What follows belongs to an exercise in optimizing a design on an open flow for small area and a short achievable clock period; a production flow would make more cautious choices. Where RTL was checked, it was by simulation tests only, not by an equivalence proof against the original. Power is estimated from default activity; no workload was simulated.

before:
==> flow/design.v <==
module xillybus_apfifo_bridge #(
   parameter int DATA_W = 128,
   parameter int ADDR_W = 4
) (
   input  logic              bus_clk,
   input  logic              reset,
   input  logic              user_w_write_128_wren,
   input  logic [DATA_W-1:0] user_w_write_128_data,
   output logic              user_w_write_128_full,
   input  logic              user_w_write_128_open,
   input  logic              user_r_read_128_rden,
   output logic [DATA_W-1:0] user_r_read_128_data,
   output logic              user_r_read_128_empty,
   output logic              user_r_read_128_eof,
   input  logic              user_r_read_128_open,
   output logic [DATA_W-1:0] in_dout,
   output logic              in_empty_n,
   input  logic              in_read,
   output logic              in_closed,
   input  logic [DATA_W-1:0] out_din,
   output logic              out_full_n,
   input  logic              out_write,
   input  logic              out_last,
   output logic              overflow
);
   localparam int DEPTH = 1 << ADDR_W;
   localparam int RA    = DEPTH - 1;           
   logic [RA-1:0][DATA_W-1:0] mem_a;
   logic [DATA_W-1:0]         head_a;
   logic [RA-1:0]             wsel_a, rsel_a;   
   logic [DEPTH-1:0]          therm_a;          
   logic                      empty_a_q;        
   logic wren, rd_a, empty_a, one_a, full_a, ge2_a;
   logic pop_a, push_a, drop_a, ramw_a;
   logic head_in_a, head_hold_a;
   logic [RA-1:0]     head_ram_a;
   logic [DEPTH-1:0]  therm_a_nxt;
   logic [DATA_W-1:0] head_a_nxt;
   assign wren    = user_w_write_128_wren;
   assign rd_a    = in_read;
   assign empty_a = !therm_a[0];
   assign one_a   = therm_a[0] && !therm_a[1];
   assign ge2_a   = therm_a[1];
   assign full_a  = therm_a[DEPTH-1];
   assign pop_a  = rd_a && !empty_a;
   assign push_a = wren && (!full_a || rd_a);
   assign drop_a = wren && full_a && !rd_a;
   assign ramw_a = push_a && !empty_a && !(one_a && rd_a);
   assign head_ram_a  = rsel_a & {RA{rd_a && ge2_a}};
   assign head_in_a   = (rd_a && one_a) || (wren && empty_a);
   assign head_hold_a = !(rd_a && !empty_a) && !(wren && empty_a);
   always_comb begin
      head_a_nxt = ({DATA_W{head_in_a}} & user_w_write_128_data) | ({DATA_W{head_hold_a}} & head_a);
      for (int i = 0; i < RA; i++)
         head_a_nxt = head_a_nxt | ({DATA_W{head_ram_a[i]}} & mem_a[i]);
   end
   always_comb begin
      case ({push_a, pop_a})
         2'b10:   therm_a_nxt = {therm_a[DEPTH-2:0], 1'b1};
         2'b01:   therm_a_nxt = {1'b0, therm_a[DEPTH-1:1]};
         default: therm_a_nxt = therm_a;
      endcase
   end
   always_ff @(posedge bus_clk) begin
      for (int i = 0; i < RA; i++)
         if (ramw_a && wsel_a[i]) mem_a[i] <= user_w_write_128_data;
      head_a <= head_a_nxt;
   end
   always_ff @(posedge bus_clk) begin
      if (reset) begin
         wsel_a    <= RA'(1);
         rsel_a    <= RA'(1);
         therm_a   <= '0;
         empty_a_q <= 1'b1;
      end else begin
         if (ramw_a)           wsel_a <= {wsel_a[RA-2:0], wsel_a[RA-1]};
         if (rd_a && ge2_a)    rsel_a <= {rsel_a[RA-2:0], rsel_a[RA-1]};
         therm_a   <= therm_a_nxt;
         empty_a_q <= !therm_a_nxt[0];
      end
   end
   assign user_w_write_128_full = therm_a[DEPTH-1];
   assign in_dout               = head_a;
   assign in_empty_n            = therm_a[0];
   assign in_closed             = !user_w_write_128_open && empty_a_q;
   typedef enum logic [1:0] {
      RD_CLOSED = 2'd0,
      RD_STREAM = 2'd1,
      RD_DRAIN  = 2'd2,
      RD_EOF    = 2'd3
   } rd_state_t;
   logic [DEPTH-1:0][DATA_W-1:0] mem_b;
   logic [DEPTH-1:0]             wsel_b, rsel_b;
   logic [DEPTH-1:0]             therm_b;     
   logic [DATA_W-1:0]            rd_data_q, rd_data_nxt;
   logic                         empty_q, eof_q, full_n_q;
   rd_state_t                    state, state_nxt;
   logic open_b, empty_b, full_b, push_b, pop_b, drop_b, rd_hold;
   logic [DEPTH-1:0] rd_sel;
   logic [DEPTH-1:0] therm_b_nxt;
   assign open_b  = user_r_read_128_open;
   assign empty_b = !therm_b[0];
   assign full_b  = therm_b[DEPTH-1];
   assign pop_b  = open_b && user_r_read_128_rden && !empty_b;
   assign push_b = open_b && (state == RD_STREAM) && out_write && !full_b;
   assign drop_b = open_b && (state == RD_STREAM) && out_write && full_b;
   always_comb begin
      state_nxt = state;
      case (state)
         RD_CLOSED: state_nxt = RD_STREAM;
         RD_STREAM: if (push_b && out_last) state_nxt = RD_DRAIN;
         RD_DRAIN:  if (empty_b) state_nxt = RD_EOF;
         default:   state_nxt = RD_EOF;
      endcase
      if (!open_b) state_nxt = RD_CLOSED;
   end
   always_comb begin
      case ({push_b, pop_b})
         2'b10:   therm_b_nxt = {therm_b[DEPTH-2:0], 1'b1};
         2'b01:   therm_b_nxt = {1'b0, therm_b[DEPTH-1:1]};
         default: therm_b_nxt = therm_b;
      endcase
      if (!open_b) therm_b_nxt = '0;
   end
   assign rd_sel  = rsel_b & {DEPTH{pop_b && !reset}};
   assign rd_hold = !pop_b && !reset;
   always_comb begin
      rd_data_nxt = {DATA_W{rd_hold}} & rd_data_q;
      for (int i = 0; i < DEPTH; i++)
         rd_data_nxt = rd_data_nxt | ({DATA_W{rd_sel[i]}} & mem_b[i]);
   end
   always_ff @(posedge bus_clk) begin
      for (int i = 0; i < DEPTH; i++)
         if (push_b && wsel_b[i]) mem_b[i] <= out_din;
      rd_data_q <= rd_data_nxt;
   end
   always_ff @(posedge bus_clk) begin
      if (reset || !open_b) begin
         wsel_b <= DEPTH'(1);
         rsel_b <= DEPTH'(1);
      end else begin
         if (push_b) wsel_b <= {wsel_b[DEPTH-2:0], wsel_b[DEPTH-1]};
         if (pop_b)  rsel_b <= {rsel_b[DEPTH-2:0], rsel_b[DEPTH-1]};
      end
   end
   always_ff @(posedge bus_clk) begin
      if (reset) begin
         state    <= RD_CLOSED;
         therm_b  <= '0;
         empty_q  <= 1'b1;
         eof_q    <= 1'b0;
         full_n_q <= 1'b1;
      end else begin
         state    <= state_nxt;
         therm_b  <= therm_b_nxt;
         empty_q  <= !therm_b_nxt[0];
         eof_q    <= (state_nxt == RD_EOF);
         full_n_q <= (state_nxt == RD_CLOSED) ||
                     ((state_nxt == RD_STREAM) && !therm_b_nxt[DEPTH-1]);
      end
   end
   assign user_r_read_128_data  = rd_data_q;
   assign user_r_read_128_empty = empty_q;
   assign user_r_read_128_eof   = eof_q;
   assign out_full_n            = full_n_q;
   always_ff @(posedge bus_clk) begin
      if (reset)                 overflow <= 1'b0;
      else if (drop_a || drop_b) overflow <= 1'b1;
   end
endmodule
clock: 5.0 ns
lec_check: 0
cap_margin: 20
core_margin: 2
core_utilization: 55
cts_cluster_diameter: 80
cts_cluster_size: 30
setup_slack_margin: 2.5
slew_margin: 20
run.sh (not shown) runs the stock make flow with config.mk's settings and CLKGATE_MAP_FILE= SYNTH_SCRIPT=/design/flow/synth_recipe.tcl, a recipe that flattens the netlist after the stock synthesis.
before: no failed stages, no open violations at the end
Changes in after relative to before:
-- flow/design.v --
<<< before, line 30
   logic [RA-1:0]             wsel_a, rsel_a;   
   logic [DEPTH-1:0]          therm_a;          
   logic                      empty_a_q;        
   logic wren, rd_a, empty_a, one_a, full_a, ge2_a;
   logic pop_a, push_a, drop_a, ramw_a;
>>> after, line 30
   logic [RA-1:0]             wsel_a, rsel_a;   
   logic [DEPTH-1:0]          therm_a;          
   logic wren, rd_a, empty_a, one_a, full_a, ge2_a;
   logic pop_a, push_a, drop_a, ramw_a;
<<< before, line 55
         head_a_nxt = head_a_nxt | ({DATA_W{head_ram_a[i]}} & mem_a[i]);
   end
   always_comb begin
      case ({push_a, pop_a})
>>> after, line 54
         head_a_nxt = head_a_nxt | ({DATA_W{head_ram_a[i]}} & mem_a[i]);
   end
   logic [ADDR_W-1:0] wptr_a;
   logic [RA-1:0]     we_a, hold_a;
   always_comb begin
      for (int i = 0; i < RA; i++) begin
         we_a[i]   = ramw_a && wsel_a[i];
         hold_a[i] = !(ramw_a && (wptr_a == ADDR_W'(i)));
      end
   end
   always_comb begin
      case ({push_a, pop_a})
<<< before, line 64
   always_ff @(posedge bus_clk) begin
      for (int i = 0; i < RA; i++)
         if (ramw_a && wsel_a[i]) mem_a[i] <= user_w_write_128_data;
      head_a <= head_a_nxt;
   end
   always_ff @(posedge bus_clk) begin
      if (reset) begin
         wsel_a    <= RA'(1);
         rsel_a    <= RA'(1);
         therm_a   <= '0;
         empty_a_q <= 1'b1;
      end else begin
         if (ramw_a)           wsel_a <= {wsel_a[RA-2:0], wsel_a[RA-1]};
         if (rd_a && ge2_a)    rsel_a <= {rsel_a[RA-2:0], rsel_a[RA-1]};
         therm_a   <= therm_a_nxt;
         empty_a_q <= !therm_a_nxt[0];
      end
   end
>>> after, line 71
   always_ff @(posedge bus_clk) begin
      for (int i = 0; i < RA; i++)
         mem_a[i] <= ({DATA_W{we_a[i]}} & user_w_write_128_data) | ({DATA_W{hold_a[i]}} & mem_a[i]);
      head_a <= head_a_nxt;
   end
   always_ff @(posedge bus_clk) begin
      if (reset) begin
         wsel_a  <= RA'(1);
         wptr_a  <= '0;
         rsel_a  <= RA'(1);
         therm_a <= '0;
      end else begin
         if (ramw_a)           wsel_a <= {wsel_a[RA-2:0], wsel_a[RA-1]};
         if (ramw_a)           wptr_a <= (wptr_a == ADDR_W'(RA - 1)) ? '0 : wptr_a + 1'b1;
         if (rd_a && ge2_a)    rsel_a <= {rsel_a[RA-2:0], rsel_a[RA-1]};
         therm_a <= therm_a_nxt;
      end
   end
<<< before, line 83
   assign in_dout               = head_a;
   assign in_empty_n            = therm_a[0];
   assign in_closed             = !user_w_write_128_open && empty_a_q;
   typedef enum logic [1:0] {
      RD_CLOSED = 2'd0,
>>> after, line 90
   assign in_dout               = head_a;
   assign in_empty_n            = therm_a[0];
   assign in_closed             = !user_w_write_128_open && !therm_a[0];
   typedef enum logic [1:0] {
      RD_CLOSED = 2'd0,
<<< before, line 115
      if (!open_b) state_nxt = RD_CLOSED;
   end
   always_comb begin
      case ({push_b, pop_b})
>>> after, line 122
      if (!open_b) state_nxt = RD_CLOSED;
   end
   logic [ADDR_W-1:0] wptr_b;
   logic [DEPTH-1:0]  we_b, hold_b;
   always_comb begin
      for (int i = 0; i < DEPTH; i++) begin
         we_b[i]   = push_b && wsel_b[i];
         hold_b[i] = !(push_b && (wptr_b == ADDR_W'(i)));
      end
   end
   always_comb begin
      case ({push_b, pop_b})
<<< before, line 132
   always_ff @(posedge bus_clk) begin
      for (int i = 0; i < DEPTH; i++)
         if (push_b && wsel_b[i]) mem_b[i] <= out_din;
      rd_data_q <= rd_data_nxt;
   end
>>> after, line 147
   always_ff @(posedge bus_clk) begin
      for (int i = 0; i < DEPTH; i++)
         mem_b[i] <= ({DATA_W{we_b[i]}} & out_din) | ({DATA_W{hold_b[i]}} & mem_b[i]);
      rd_data_q <= rd_data_nxt;
   end
<<< before, line 138
      if (reset || !open_b) begin
         wsel_b <= DEPTH'(1);
         rsel_b <= DEPTH'(1);
      end else begin
         if (push_b) wsel_b <= {wsel_b[DEPTH-2:0], wsel_b[DEPTH-1]};
         if (pop_b)  rsel_b <= {rsel_b[DEPTH-2:0], rsel_b[DEPTH-1]};
      end
>>> after, line 153
      if (reset || !open_b) begin
         wsel_b <= DEPTH'(1);
         wptr_b <= '0;
         rsel_b <= DEPTH'(1);
      end else begin
         if (push_b) wsel_b <= {wsel_b[DEPTH-2:0], wsel_b[DEPTH-1]};
         if (push_b) wptr_b <= wptr_b + 1'b1;
         if (pop_b)  rsel_b <= {rsel_b[DEPTH-2:0], rsel_b[DEPTH-1]};
      end
Results
- after vs. before: met2 global-route usage went up 17 points; final area went down 1200 um^2; arrival time of data at the critical path endpoint went up 1950 ps.
- Per the comparison of after with before, CTS clock-pin slew for the worst setup and hold paths up 20 ps; signed area change from the synthesized netlist to the final layout down 2.1 points; relative contribution of sequential cells to total power down 5.0 points; area of the multi-input gates up about 150%; sum of routed wire length over all layers up about 50%.
- [compare] base=before new=after: final hold slack saw little to no change; largest net degree at the start of global routing climbed 24%; number of fillers in the final layout up 2,957; fraction of power consumed by the clock network moved up.
- Compared with before, in after utilization after layout went down by 1.4 points, clock tree buffer count of the final layout lower.
For after, only the layout was checked, not whether the RTL still works.

==> port drivers added, routing unchanged <==
The results above use ideal ports. As a check the final layouts listed here were re-extracted and re-timed, cells and wires unchanged.
Step 1 sets driving cells, clkbuf_16 on the clock port and buf_2 on the other inputs (assumed; they add their load-dependent delay and slew).
Step 2 also shifts input and output timing later by t, the mid clock arrival at the registers, as if the neighbouring blocks saw the same clock.
Three values: no drivers, after step 1, after step 2; two values: the first two.
run | t, ns | setup slack, ns | hold slack, ns | worst setup path at the end
before | 1.022 | 2.419 / 2.312 / 1.459 | 0.472 / 0.472 / 0.472 | input to register
after | 1.058 | 2.371 / 2.288 / 1.492 | 0.472 / 0.419 / 0.472 | input to register
After both steps setup and hold are still met in every run listed. The setup slack of before, which loses most, moves by -0.107 ns with the drivers and by -0.960 ns with both steps.
